Context: an optimization exercise on an open-source flow, tuned for small area and a short achievable clock period. The choices shown serve that exercise and are no tape-out recipe.
Where RTL was checked, it was by simulation tests only, not by an equivalence proof against the original.

==> v36 <==
==> flow/design.v <==
`default_nettype none
package hdmi_loop_pkg;
  localparam int H_ACT   = 16;   
  localparam int H_FP    = 2;    
  localparam int H_SYNC  = 3;    
  localparam int H_BP    = 3;    
  localparam int H_TOTAL = 24;   
  localparam int V_ACT   = 8;    
  localparam int V_FP    = 1;
  localparam int V_SYNC  = 2;    
  localparam int V_BP    = 2;
  localparam int V_TOTAL = 13;   
  localparam int X_BITS = 5;   
  localparam int Y_BITS = 4;   
  localparam int COLOR_BITS   = 8;               
  localparam int PIX565_BITS  = 16;              
  localparam int FRAME_PIXELS = H_ACT * V_ACT;   
  localparam int ADDR_BITS    = 7;               
  typedef enum logic
  {
    WR_WAIT_SYNC,   
    WR_FILL         
  } wr_state_t;
  typedef enum logic
  {
    RD_BLANK,   
    RD_SHOW     
  } rd_state_t;
endpackage
`default_nettype wire
`timescale 1ns/1ps
`default_nettype none
import hdmi_loop_pkg::*;
module video_timing_gen (
  input  logic           core_clk,
  input  logic           rst_in,
  output logic           hs_d1,     
  output logic           vs_d1,
  output logic           vs_next,   
  output logic           de_d1,
  output logic           de_next,   
  output logic [H_ACT-1:0] col_sel,   
  output logic [V_ACT-1:0] row_sel    
);
  logic [H_TOTAL-1:0] h_pos;
  logic [V_TOTAL-1:0] v_pos;
  assign col_sel = h_pos[H_ACT-1:0];
  assign row_sel = v_pos[V_ACT-1:0];
  assign vs_next = |v_pos[V_ACT+V_FP +: V_SYNC];
  assign de_next = (|h_pos[H_ACT-1:0]) && (|v_pos[V_ACT-1:0]);
  always_ff @(posedge core_clk)
  begin
    if (!rst_in)
    begin
      h_pos <= H_TOTAL'(1) << (H_TOTAL - 1);
      v_pos <= V_TOTAL'(1) << (V_TOTAL - 1);
      hs_d1 <= 1'b0;
      vs_d1 <= 1'b0;
      de_d1 <= 1'b0;
    end
    else
    begin
      h_pos <= {h_pos[H_TOTAL-2:0], h_pos[H_TOTAL-1]};
      if (h_pos[H_TOTAL-1])
        v_pos <= {v_pos[V_TOTAL-2:0], v_pos[V_TOTAL-1]};
      de_d1 <= de_next;
      hs_d1 <= |h_pos[H_ACT+H_FP +: H_SYNC];
      vs_d1 <= vs_next;
    end
  end
endmodule
`default_nettype wire
`timescale 1ns/1ps
`default_nettype none
import hdmi_loop_pkg::*;
module fb_write_ctrl (
  input  logic                   core_clk,
  input  logic                   rst_in,
  input  logic                   vs_in,
  input  logic                   de_in,
  input  logic [COLOR_BITS-1:0]  r_in,
  input  logic [COLOR_BITS-1:0]  g_in,
  input  logic [COLOR_BITS-1:0]  b_in,
  input  logic                   phase,
  output logic [7:0]             wr_row_n,
  output logic [15:0]            wr_col_n,
  output logic [PIX565_BITS-1:0] wr_data,
  output logic                   frame_valid
);
  logic [ADDR_BITS-1:0] addr_cnt;
  logic                 frame_full;
  logic                 take;
  assign take = !vs_in && de_in && !frame_full;
  always_ff @(posedge core_clk)
  begin
    if (!rst_in)
    begin
      frame_full  <= 1'b1;
      wr_row_n    <= '1;
      frame_valid <= 1'b0;
    end
    else
    begin
      if (vs_in)
        frame_full <= 1'b0;
      else if (take && addr_cnt == ADDR_BITS'(FRAME_PIXELS - 1))
        frame_full <= 1'b1;
      wr_row_n <= ~({7'b0, take} << addr_cnt[6:4]);
      if (!wr_row_n[7] && !wr_col_n[15])
        frame_valid <= 1'b1;
    end
  end
  always_ff @(posedge core_clk)
  begin
    if (vs_in)
      addr_cnt <= '0;
    else if (take)
      addr_cnt <= addr_cnt + 1'b1;
    wr_col_n <= ~(16'b1 << addr_cnt[3:0]);
    wr_data  <= {r_in[7:3], g_in[7:2], b_in[7:3]} ^ {PIX565_BITS{phase}};
  end
endmodule
`default_nettype wire
`timescale 1ns/1ps
`default_nettype none
import hdmi_loop_pkg::*;
module fb_mem (
  input  logic                   core_clk,
  input  logic [7:0]             wr_row_n,
  input  logic [15:0]            wr_col_n,
  input  logic [PIX565_BITS-1:0] wr_data,
  input  logic [H_ACT-1:0]       col_sel,
  output logic [V_ACT-1:0][PIX565_BITS-1:0] rd_row,
  output logic                   phase
);
  logic [PIX565_BITS-1:0] mem [FRAME_PIXELS];
  logic [PIX565_BITS-1:0] row_word [V_ACT];
  always_comb
  begin
    for (int r = 0; r < V_ACT; r++)
    begin
      row_word[r] = '0;
      for (int c = 0; c < H_ACT; c++)
        row_word[r] = row_word[r] | (mem[r*H_ACT + c] & {PIX565_BITS{col_sel[c]}});
    end
  end
  always_ff @(posedge core_clk)
  begin
    for (int w = 0; w < FRAME_PIXELS; w++)
      mem[w] <= (!wr_row_n[w / H_ACT] && !wr_col_n[w % H_ACT]) ? wr_data : ~mem[w];
    phase <= !phase;
    for (int r = 0; r < V_ACT; r++)
      rd_row[r] <= row_word[r];   
  end
endmodule
`default_nettype wire
`timescale 1ns/1ps
`default_nettype none
import hdmi_loop_pkg::*;
module fb_read_ctrl (
  input  logic                   core_clk,
  input  logic                   rst_in,
  input  logic                   hs_d1,
  input  logic                   vs_d1,
  input  logic                   vs_next,
  input  logic                   de_d1,
  input  logic                   de_next,
  input  logic                   frame_valid,
  input  logic [V_ACT-1:0]       row_sel,   
  input  logic [V_ACT-1:0][PIX565_BITS-1:0] rd_row,
  input  logic                   phase,
  output logic                   hs_out,
  output logic                   vs_out,
  output logic                   de_out,
  output logic [COLOR_BITS-1:0]  r_out,
  output logic [COLOR_BITS-1:0]  g_out,
  output logic [COLOR_BITS-1:0]  b_out
);
  logic                   show;        
  logic                   show_next;
  logic                   pix_next;    
  logic [V_ACT-1:0]       pix_row;     
  logic                   pix_flip;    
  logic [PIX565_BITS-1:0] rd_data;
  assign show_next = show || (vs_next && frame_valid);
  assign pix_next  = de_next && show_next;
  always_comb
  begin
    rd_data = '0;
    for (int r = 0; r < V_ACT; r++)
      rd_data = rd_data | (rd_row[r] & {PIX565_BITS{pix_row[r]}});
    rd_data = rd_data ^ {PIX565_BITS{pix_flip}};
  end
  always_ff @(posedge core_clk)
  begin
    if (!rst_in)
    begin
      show     <= 1'b0;
      pix_row  <= '0;
      pix_flip <= 1'b0;
      hs_out   <= 1'b0;
      vs_out   <= 1'b0;
      de_out   <= 1'b0;
      r_out    <= '0;
      g_out    <= '0;
      b_out    <= '0;
    end
    else
    begin
      show     <= show_next;
      pix_row  <= row_sel & {V_ACT{pix_next}};
      pix_flip <= phase && pix_next;
      hs_out   <= hs_d1;
      vs_out   <= vs_d1;
      de_out   <= de_d1;
      r_out    <= {rd_data[15:11], 3'b000};
      g_out    <= {rd_data[10:5], 2'b00};
      b_out    <= {rd_data[4:0], 3'b000};
    end
  end
endmodule
`default_nettype wire
`timescale 1ns/1ps
`default_nettype none
import hdmi_loop_pkg::*;
module hdmi_frame_loop_top (
  input  logic                                 core_clk,
  input  logic                                 rst_in,
  input  logic                                 vs_in,
  input  logic                                 de_in,
  input  logic [hdmi_loop_pkg::COLOR_BITS-1:0] r_in,
  input  logic [hdmi_loop_pkg::COLOR_BITS-1:0] g_in,
  input  logic [hdmi_loop_pkg::COLOR_BITS-1:0] b_in,
  output logic                                 hs_out,
  output logic                                 vs_out,
  output logic                                 de_out,
  output logic [hdmi_loop_pkg::COLOR_BITS-1:0] r_out,
  output logic [hdmi_loop_pkg::COLOR_BITS-1:0] g_out,
  output logic [hdmi_loop_pkg::COLOR_BITS-1:0] b_out,
  output logic                                 frame_valid
);
  logic [7:0]             wr_row_n;
  logic [15:0]            wr_col_n;
  logic [PIX565_BITS-1:0] wr_data;
  logic [H_ACT-1:0]       col_sel;
  logic [V_ACT-1:0]       row_sel;
  logic [V_ACT-1:0][PIX565_BITS-1:0] rd_row;
  logic                   hs_d1;
  logic                   vs_d1;
  logic                   vs_next;
  logic                   de_d1;
  logic                   de_next;
  logic                   phase;
  fb_write_ctrl u_wr (
    .core_clk    (core_clk),
    .rst_in      (rst_in),
    .vs_in       (vs_in),
    .de_in       (de_in),
    .r_in        (r_in),
    .g_in        (g_in),
    .b_in        (b_in),
    .phase       (phase),
    .wr_row_n    (wr_row_n),
    .wr_col_n    (wr_col_n),
    .wr_data     (wr_data),
    .frame_valid (frame_valid)
  );
  fb_mem u_mem (
    .core_clk (core_clk),
    .wr_row_n (wr_row_n),
    .wr_col_n (wr_col_n),
    .wr_data  (wr_data),
    .col_sel  (col_sel),
    .rd_row   (rd_row),
    .phase    (phase)
  );
  video_timing_gen u_tg (
    .core_clk (core_clk),
    .rst_in   (rst_in),
    .hs_d1    (hs_d1),
    .vs_d1    (vs_d1),
    .vs_next  (vs_next),
    .de_d1    (de_d1),
    .de_next  (de_next),
    .col_sel  (col_sel),
    .row_sel  (row_sel)
  );
  fb_read_ctrl u_rd (
    .core_clk    (core_clk),
    .rst_in      (rst_in),
    .hs_d1       (hs_d1),
    .vs_d1       (vs_d1),
    .vs_next     (vs_next),
    .de_d1       (de_d1),
    .de_next     (de_next),
    .frame_valid (frame_valid),
    .row_sel     (row_sel),
    .rd_row      (rd_row),
    .phase       (phase),
    .hs_out      (hs_out),
    .vs_out      (vs_out),
    .de_out      (de_out),
    .r_out       (r_out),
    .g_out       (g_out),
    .b_out       (b_out)
  );
endmodule
`default_nettype wire
==> flow/run.sh <==
#!/bin/bash
# synth_recipe.tcl (not shown) runs the flow's synth.tcl, then flattens the netlist and writes it again
# the make line also repeats each setting of config.mk as NAME=value (left out here)
make -C /OpenROAD-flow-scripts/flow DESIGN_CONFIG=/design/flow/config.mk WORK_HOME=/design/flow/orfs CLKGATE_MAP_FILE= SYNTH_SCRIPT=/design/flow/synth_recipe.tcl finish
==> flow/config.mk <==
export PLATFORM = sky130hd
export DESIGN_NAME = hdmi_frame_loop_top
export DESIGN_NICKNAME = hdmi_frame_loop_top
export VERILOG_FILES = /design/flow/design.v
export SDC_FILE = /design/flow/constraint.sdc
export NUM_CORES = 4
export LEC_CHECK = 0
export CAP_MARGIN = 20
export CORE_MARGIN = 2
export CORE_UTILIZATION = 70
export CTS_CLUSTER_DIAMETER = 80
export CTS_CLUSTER_SIZE = 24
export SETUP_SLACK_MARGIN = 2.1
export SLEW_MARGIN = 30
==> flow/constraint.sdc <==
create_clock -name core_clock -period 4.0 [get_ports {core_clk}]
set_input_delay 0.8000 -clock core_clock [delete_from_list [all_inputs] [get_ports {core_clk}]]
set_output_delay 0.8000 -clock core_clock [all_outputs]
set_load 0.01 [all_outputs]
==> inputs of v10, as changes to v36 <==
--- a/flow/design.v
+++ b/flow/design.v
@@ -38,5 +38,3 @@
   output logic           vs_d1,
-  output logic           vs_next,   
   output logic           de_d1,
-  output logic           de_next,   
   output logic [H_ACT-1:0] col_sel,   
@@ -48,4 +46,2 @@
   assign row_sel = v_pos[V_ACT-1:0];
-  assign vs_next = |v_pos[V_ACT+V_FP +: V_SYNC];
-  assign de_next = (|h_pos[H_ACT-1:0]) && (|v_pos[V_ACT-1:0]);
   always_ff @(posedge core_clk)
@@ -65,5 +61,5 @@
         v_pos <= {v_pos[V_TOTAL-2:0], v_pos[V_TOTAL-1]};
-      de_d1 <= de_next;
+      de_d1 <= (|h_pos[H_ACT-1:0]) && (|v_pos[V_ACT-1:0]);
       hs_d1 <= |h_pos[H_ACT+H_FP +: H_SYNC];
-      vs_d1 <= vs_next;
+      vs_d1 <= |v_pos[V_ACT+V_FP +: V_SYNC];
     end
@@ -83,3 +79,2 @@
   input  logic [COLOR_BITS-1:0]  b_in,
-  input  logic                   phase,
   output logic [7:0]             wr_row_n,
@@ -119,3 +114,3 @@
     wr_col_n <= ~(16'b1 << addr_cnt[3:0]);
-    wr_data  <= {r_in[7:3], g_in[7:2], b_in[7:3]} ^ {PIX565_BITS{phase}};
+    wr_data  <= {r_in[7:3], g_in[7:2], b_in[7:3]};
   end
@@ -132,4 +127,4 @@
   input  logic [H_ACT-1:0]       col_sel,
-  output logic [V_ACT-1:0][PIX565_BITS-1:0] rd_row,
-  output logic                   phase
+  input  logic [V_ACT-1:0]       row_sel,
+  output logic [1:0][PIX565_BITS-1:0] rd_half
 );
@@ -149,6 +144,11 @@
     for (int w = 0; w < FRAME_PIXELS; w++)
-      mem[w] <= (!wr_row_n[w / H_ACT] && !wr_col_n[w % H_ACT]) ? wr_data : ~mem[w];
-    phase <= !phase;
-    for (int r = 0; r < V_ACT; r++)
-      rd_row[r] <= row_word[r];   
+      if (!wr_row_n[w / H_ACT] && !wr_col_n[w % H_ACT])
+        mem[w] <= wr_data;
+    for (int h = 0; h < 2; h++)
+    begin
+      rd_half[h] <= '0;   
+      for (int r = 4*h; r < 4*h + 4; r++)
+        if (row_sel[r])
+          rd_half[h] <= row_word[r];
+    end
   end
@@ -164,9 +164,5 @@
   input  logic                   vs_d1,
-  input  logic                   vs_next,
   input  logic                   de_d1,
-  input  logic                   de_next,
   input  logic                   frame_valid,
-  input  logic [V_ACT-1:0]       row_sel,   
-  input  logic [V_ACT-1:0][PIX565_BITS-1:0] rd_row,
-  input  logic                   phase,
+  input  logic [1:0][PIX565_BITS-1:0] rd_half,
   output logic                   hs_out,
@@ -178,17 +174,7 @@
 );
-  logic                   show;        
-  logic                   show_next;
-  logic                   pix_next;    
-  logic [V_ACT-1:0]       pix_row;     
-  logic                   pix_flip;    
+  logic show;   
+  logic pix_on;
   logic [PIX565_BITS-1:0] rd_data;
-  assign show_next = show || (vs_next && frame_valid);
-  assign pix_next  = de_next && show_next;
-  always_comb
-  begin
-    rd_data = '0;
-    for (int r = 0; r < V_ACT; r++)
-      rd_data = rd_data | (rd_row[r] & {PIX565_BITS{pix_row[r]}});
-    rd_data = rd_data ^ {PIX565_BITS{pix_flip}};
-  end
+  assign rd_data = rd_half[0] | rd_half[1];
+  assign pix_on = de_d1 && show;
   always_ff @(posedge core_clk)
@@ -197,11 +183,9 @@
     begin
-      show     <= 1'b0;
-      pix_row  <= '0;
-      pix_flip <= 1'b0;
-      hs_out   <= 1'b0;
-      vs_out   <= 1'b0;
-      de_out   <= 1'b0;
-      r_out    <= '0;
-      g_out    <= '0;
-      b_out    <= '0;
+      show   <= 1'b0;
+      hs_out <= 1'b0;
+      vs_out <= 1'b0;
+      de_out <= 1'b0;
+      r_out  <= '0;
+      g_out  <= '0;
+      b_out  <= '0;
     end
@@ -209,11 +193,10 @@
     begin
-      show     <= show_next;
-      pix_row  <= row_sel & {V_ACT{pix_next}};
-      pix_flip <= phase && pix_next;
-      hs_out   <= hs_d1;
-      vs_out   <= vs_d1;
-      de_out   <= de_d1;
-      r_out    <= {rd_data[15:11], 3'b000};
-      g_out    <= {rd_data[10:5], 2'b00};
-      b_out    <= {rd_data[4:0], 3'b000};
+      if (vs_d1 && frame_valid)
+        show <= 1'b1;
+      hs_out <= hs_d1;
+      vs_out <= vs_d1;
+      de_out <= de_d1;
+      r_out  <= pix_on ? {rd_data[15:11], 3'b000} : '0;
+      g_out  <= pix_on ? {rd_data[10:5], 2'b00}   : '0;
+      b_out  <= pix_on ? {rd_data[4:0], 3'b000}   : '0;
     end
@@ -246,9 +229,6 @@
   logic [V_ACT-1:0]       row_sel;
-  logic [V_ACT-1:0][PIX565_BITS-1:0] rd_row;
+  logic [1:0][PIX565_BITS-1:0] rd_half;
   logic                   hs_d1;
   logic                   vs_d1;
-  logic                   vs_next;
   logic                   de_d1;
-  logic                   de_next;
-  logic                   phase;
   fb_write_ctrl u_wr (
@@ -261,3 +241,2 @@
     .b_in        (b_in),
-    .phase       (phase),
     .wr_row_n    (wr_row_n),
@@ -273,4 +252,4 @@
     .col_sel  (col_sel),
-    .rd_row   (rd_row),
-    .phase    (phase)
+    .row_sel  (row_sel),
+    .rd_half  (rd_half)
   );
@@ -281,5 +260,3 @@
     .vs_d1    (vs_d1),
-    .vs_next  (vs_next),
     .de_d1    (de_d1),
-    .de_next  (de_next),
     .col_sel  (col_sel),
@@ -292,9 +269,5 @@
     .vs_d1       (vs_d1),
-    .vs_next     (vs_next),
     .de_d1       (de_d1),
-    .de_next     (de_next),
     .frame_valid (frame_valid),
-    .row_sel     (row_sel),
-    .rd_row      (rd_row),
-    .phase       (phase),
+    .rd_half     (rd_half),
     .hs_out      (hs_out),
--- a/flow/config.mk
+++ b/flow/config.mk
@@ -10,5 +10,2 @@
 export CORE_UTILIZATION = 70
-export CTS_CLUSTER_DIAMETER = 80
-export CTS_CLUSTER_SIZE = 24
-export SETUP_SLACK_MARGIN = 2.1
-export SLEW_MARGIN = 30
+export SLEW_MARGIN = 20
==> inputs of v15, as changes to v36 <==
--- a/flow/design.v
+++ b/flow/design.v
@@ -38,5 +38,3 @@
   output logic           vs_d1,
-  output logic           vs_next,   
   output logic           de_d1,
-  output logic           de_next,   
   output logic [H_ACT-1:0] col_sel,   
@@ -48,4 +46,2 @@
   assign row_sel = v_pos[V_ACT-1:0];
-  assign vs_next = |v_pos[V_ACT+V_FP +: V_SYNC];
-  assign de_next = (|h_pos[H_ACT-1:0]) && (|v_pos[V_ACT-1:0]);
   always_ff @(posedge core_clk)
@@ -65,5 +61,5 @@
         v_pos <= {v_pos[V_TOTAL-2:0], v_pos[V_TOTAL-1]};
-      de_d1 <= de_next;
+      de_d1 <= (|h_pos[H_ACT-1:0]) && (|v_pos[V_ACT-1:0]);
       hs_d1 <= |h_pos[H_ACT+H_FP +: H_SYNC];
-      vs_d1 <= vs_next;
+      vs_d1 <= |v_pos[V_ACT+V_FP +: V_SYNC];
     end
@@ -83,3 +79,2 @@
   input  logic [COLOR_BITS-1:0]  b_in,
-  input  logic                   phase,
   output logic [7:0]             wr_row_n,
@@ -119,3 +114,3 @@
     wr_col_n <= ~(16'b1 << addr_cnt[3:0]);
-    wr_data  <= {r_in[7:3], g_in[7:2], b_in[7:3]} ^ {PIX565_BITS{phase}};
+    wr_data  <= {r_in[7:3], g_in[7:2], b_in[7:3]};
   end
@@ -132,4 +127,4 @@
   input  logic [H_ACT-1:0]       col_sel,
-  output logic [V_ACT-1:0][PIX565_BITS-1:0] rd_row,
-  output logic                   phase
+  input  logic [V_ACT-1:0]       row_sel,
+  output logic [1:0][PIX565_BITS-1:0] rd_half
 );
@@ -149,6 +144,11 @@
     for (int w = 0; w < FRAME_PIXELS; w++)
-      mem[w] <= (!wr_row_n[w / H_ACT] && !wr_col_n[w % H_ACT]) ? wr_data : ~mem[w];
-    phase <= !phase;
-    for (int r = 0; r < V_ACT; r++)
-      rd_row[r] <= row_word[r];   
+      if (!wr_row_n[w / H_ACT] && !wr_col_n[w % H_ACT])
+        mem[w] <= wr_data;
+    for (int h = 0; h < 2; h++)
+    begin
+      rd_half[h] <= '0;   
+      for (int r = 4*h; r < 4*h + 4; r++)
+        if (row_sel[r])
+          rd_half[h] <= row_word[r];
+    end
   end
@@ -164,9 +164,5 @@
   input  logic                   vs_d1,
-  input  logic                   vs_next,
   input  logic                   de_d1,
-  input  logic                   de_next,
   input  logic                   frame_valid,
-  input  logic [V_ACT-1:0]       row_sel,   
-  input  logic [V_ACT-1:0][PIX565_BITS-1:0] rd_row,
-  input  logic                   phase,
+  input  logic [1:0][PIX565_BITS-1:0] rd_half,
   output logic                   hs_out,
@@ -178,17 +174,7 @@
 );
-  logic                   show;        
-  logic                   show_next;
-  logic                   pix_next;    
-  logic [V_ACT-1:0]       pix_row;     
-  logic                   pix_flip;    
+  logic show;   
+  logic pix_on;
   logic [PIX565_BITS-1:0] rd_data;
-  assign show_next = show || (vs_next && frame_valid);
-  assign pix_next  = de_next && show_next;
-  always_comb
-  begin
-    rd_data = '0;
-    for (int r = 0; r < V_ACT; r++)
-      rd_data = rd_data | (rd_row[r] & {PIX565_BITS{pix_row[r]}});
-    rd_data = rd_data ^ {PIX565_BITS{pix_flip}};
-  end
+  assign rd_data = rd_half[0] | rd_half[1];
+  assign pix_on = de_d1 && show;
   always_ff @(posedge core_clk)
@@ -197,11 +183,9 @@
     begin
-      show     <= 1'b0;
-      pix_row  <= '0;
-      pix_flip <= 1'b0;
-      hs_out   <= 1'b0;
-      vs_out   <= 1'b0;
-      de_out   <= 1'b0;
-      r_out    <= '0;
-      g_out    <= '0;
-      b_out    <= '0;
+      show   <= 1'b0;
+      hs_out <= 1'b0;
+      vs_out <= 1'b0;
+      de_out <= 1'b0;
+      r_out  <= '0;
+      g_out  <= '0;
+      b_out  <= '0;
     end
@@ -209,11 +193,10 @@
     begin
-      show     <= show_next;
-      pix_row  <= row_sel & {V_ACT{pix_next}};
-      pix_flip <= phase && pix_next;
-      hs_out   <= hs_d1;
-      vs_out   <= vs_d1;
-      de_out   <= de_d1;
-      r_out    <= {rd_data[15:11], 3'b000};
-      g_out    <= {rd_data[10:5], 2'b00};
-      b_out    <= {rd_data[4:0], 3'b000};
+      if (vs_d1 && frame_valid)
+        show <= 1'b1;
+      hs_out <= hs_d1;
+      vs_out <= vs_d1;
+      de_out <= de_d1;
+      r_out  <= pix_on ? {rd_data[15:11], 3'b000} : '0;
+      g_out  <= pix_on ? {rd_data[10:5], 2'b00}   : '0;
+      b_out  <= pix_on ? {rd_data[4:0], 3'b000}   : '0;
     end
@@ -246,9 +229,6 @@
   logic [V_ACT-1:0]       row_sel;
-  logic [V_ACT-1:0][PIX565_BITS-1:0] rd_row;
+  logic [1:0][PIX565_BITS-1:0] rd_half;
   logic                   hs_d1;
   logic                   vs_d1;
-  logic                   vs_next;
   logic                   de_d1;
-  logic                   de_next;
-  logic                   phase;
   fb_write_ctrl u_wr (
@@ -261,3 +241,2 @@
     .b_in        (b_in),
-    .phase       (phase),
     .wr_row_n    (wr_row_n),
@@ -273,4 +252,4 @@
     .col_sel  (col_sel),
-    .rd_row   (rd_row),
-    .phase    (phase)
+    .row_sel  (row_sel),
+    .rd_half  (rd_half)
   );
@@ -281,5 +260,3 @@
     .vs_d1    (vs_d1),
-    .vs_next  (vs_next),
     .de_d1    (de_d1),
-    .de_next  (de_next),
     .col_sel  (col_sel),
@@ -292,9 +269,5 @@
     .vs_d1       (vs_d1),
-    .vs_next     (vs_next),
     .de_d1       (de_d1),
-    .de_next     (de_next),
     .frame_valid (frame_valid),
-    .row_sel     (row_sel),
-    .rd_row      (rd_row),
-    .phase       (phase),
+    .rd_half     (rd_half),
     .hs_out      (hs_out),
--- a/flow/config.mk
+++ b/flow/config.mk
@@ -10,5 +10,3 @@
 export CORE_UTILIZATION = 70
-export CTS_CLUSTER_DIAMETER = 80
-export CTS_CLUSTER_SIZE = 24
-export SETUP_SLACK_MARGIN = 2.1
-export SLEW_MARGIN = 30
+export SETUP_SLACK_MARGIN = 2.0
+export SLEW_MARGIN = 20
==> impl_metrics.tcl <==
set metrics [dict create \
    status "complete, no violations" \
    powerClk_mw 12.3 \
    layout_commonest_cell "dfxtp_1" \
    critPathRequiredTime_ns 3.20 \
    yosys-mux-area-fraction 0.00361 \
    grt_pass1_vias 61100 \
    comb-power_mw 0.964 \
    final_cell_mix "2224 x dfxtp_1, 2055 x nor2_1, 2051 x a21oi_1" \
    sw_frac_of_total 0.221 \
    clockBufferCount 124 \
    ys_seq_area_frac 0.572 \
    pwr_density_cell_nw_per_um2 441 \
    ff_latch_area_um2 46200 \
    synth_xor_xnor_area_share 0.00174 \
    clock-skew-final_ns 0.0278 \
    max_stage_delay_ns 0.42 \
]
Source of the figures above: v36

==> impl_metrics.tcl <==
set metrics [dict create \
    status "complete, no violations" \
    ys_seq_area_frac 0.831 \
    clockBufferCount 288 \
    seq-power_mw 25.3 \
    final_cell_mix "2048 x edfxtp_1, 382 x a22oi_1, 317 x a22o_1" \
    comb-power_mw 0.851 \
    max_stage_delay_ns 0.55 \
    powerClk_mw 19.4 \
    root_buffer "clkbuf_16" \
    multi_input_area_um2 13600 \
    crit_start "u_tg.h_pos[0]" \
    grt_pass1_vias 44500 \
    clock-skew-final_ns 0.0375 \
    yosys-mux-area-fraction 0.00168 \
    multi_input_area_share 0.147 \
    layout_commonest_cell "edfxtp_1" \
    synth-edff-count 2048 \
    pwr_density_cell_nw_per_um2 493 \
]
Source of the figures above: v15

==> impl_metrics.tcl <==
set metrics [dict create \
    max_stage_delay_ns 0.96 \
    ff_latch_area_um2 64400 \
    sw_frac_of_total 0.193 \
    layout.area.top_class "flip-flops and latches" \
    clockBufferCount 308 \
    power.leakage_nw 27.1 \
    ys_seq_area_frac 0.831 \
    final_cell_mix "2048 x edfxtp_1, 416 x a22oi_1, 320 x a22o_1" \
    comb-power_mw 0.573 \
    relSlewSlack 0.156 \
    hold_path.class "input port to flip-flop" \
    grt_pass1_vias 42100 \
    clock_latency_ns 0.81 \
    status "complete, no violations" \
    critPathRequiredTime_ns 4.73 \
    dr_total_vias 43700 \
    dr.pass1.iters 6 \
    yosys-mux-area-fraction 0.00168 \
]
Source of the figures above: v10

No functional check of the RTL was part of v10 and v15.

[static timing again, ports no longer ideal]
The results above use ideal ports. As a check the final layouts listed here were re-extracted and re-timed, cells and wires unchanged. Step 1, drivers: a clkbuf_16 drives core_clk and a buf_2 each remaining input, both assumed. Step 2 adds t to the input delays and takes it off the output delays; t is the mean of the earliest and latest rising clock arrival at the registers after step 1. Input paths then give back, and output paths get back, about the clock's delay inside the block. a / b / c = ideal ports / drivers / drivers and shift; a / b = the first two.
run | t (ns) | setup WS [ns] | pins driven straight from the clock port
v36 | 0.835 | 1.919 / 1.832 / 1.357 | 1
v10 | 0.878 | 1.075 / 1.075 / 1.075 | 1
v15 | 0.871 | 1.680 / 1.680 / 1.246 | 1
After both steps setup and hold are still met in every run listed. For v36, which loses most, drivers alone change the setup slack by -0.087 ns; drivers and shift together by -0.562 ns.
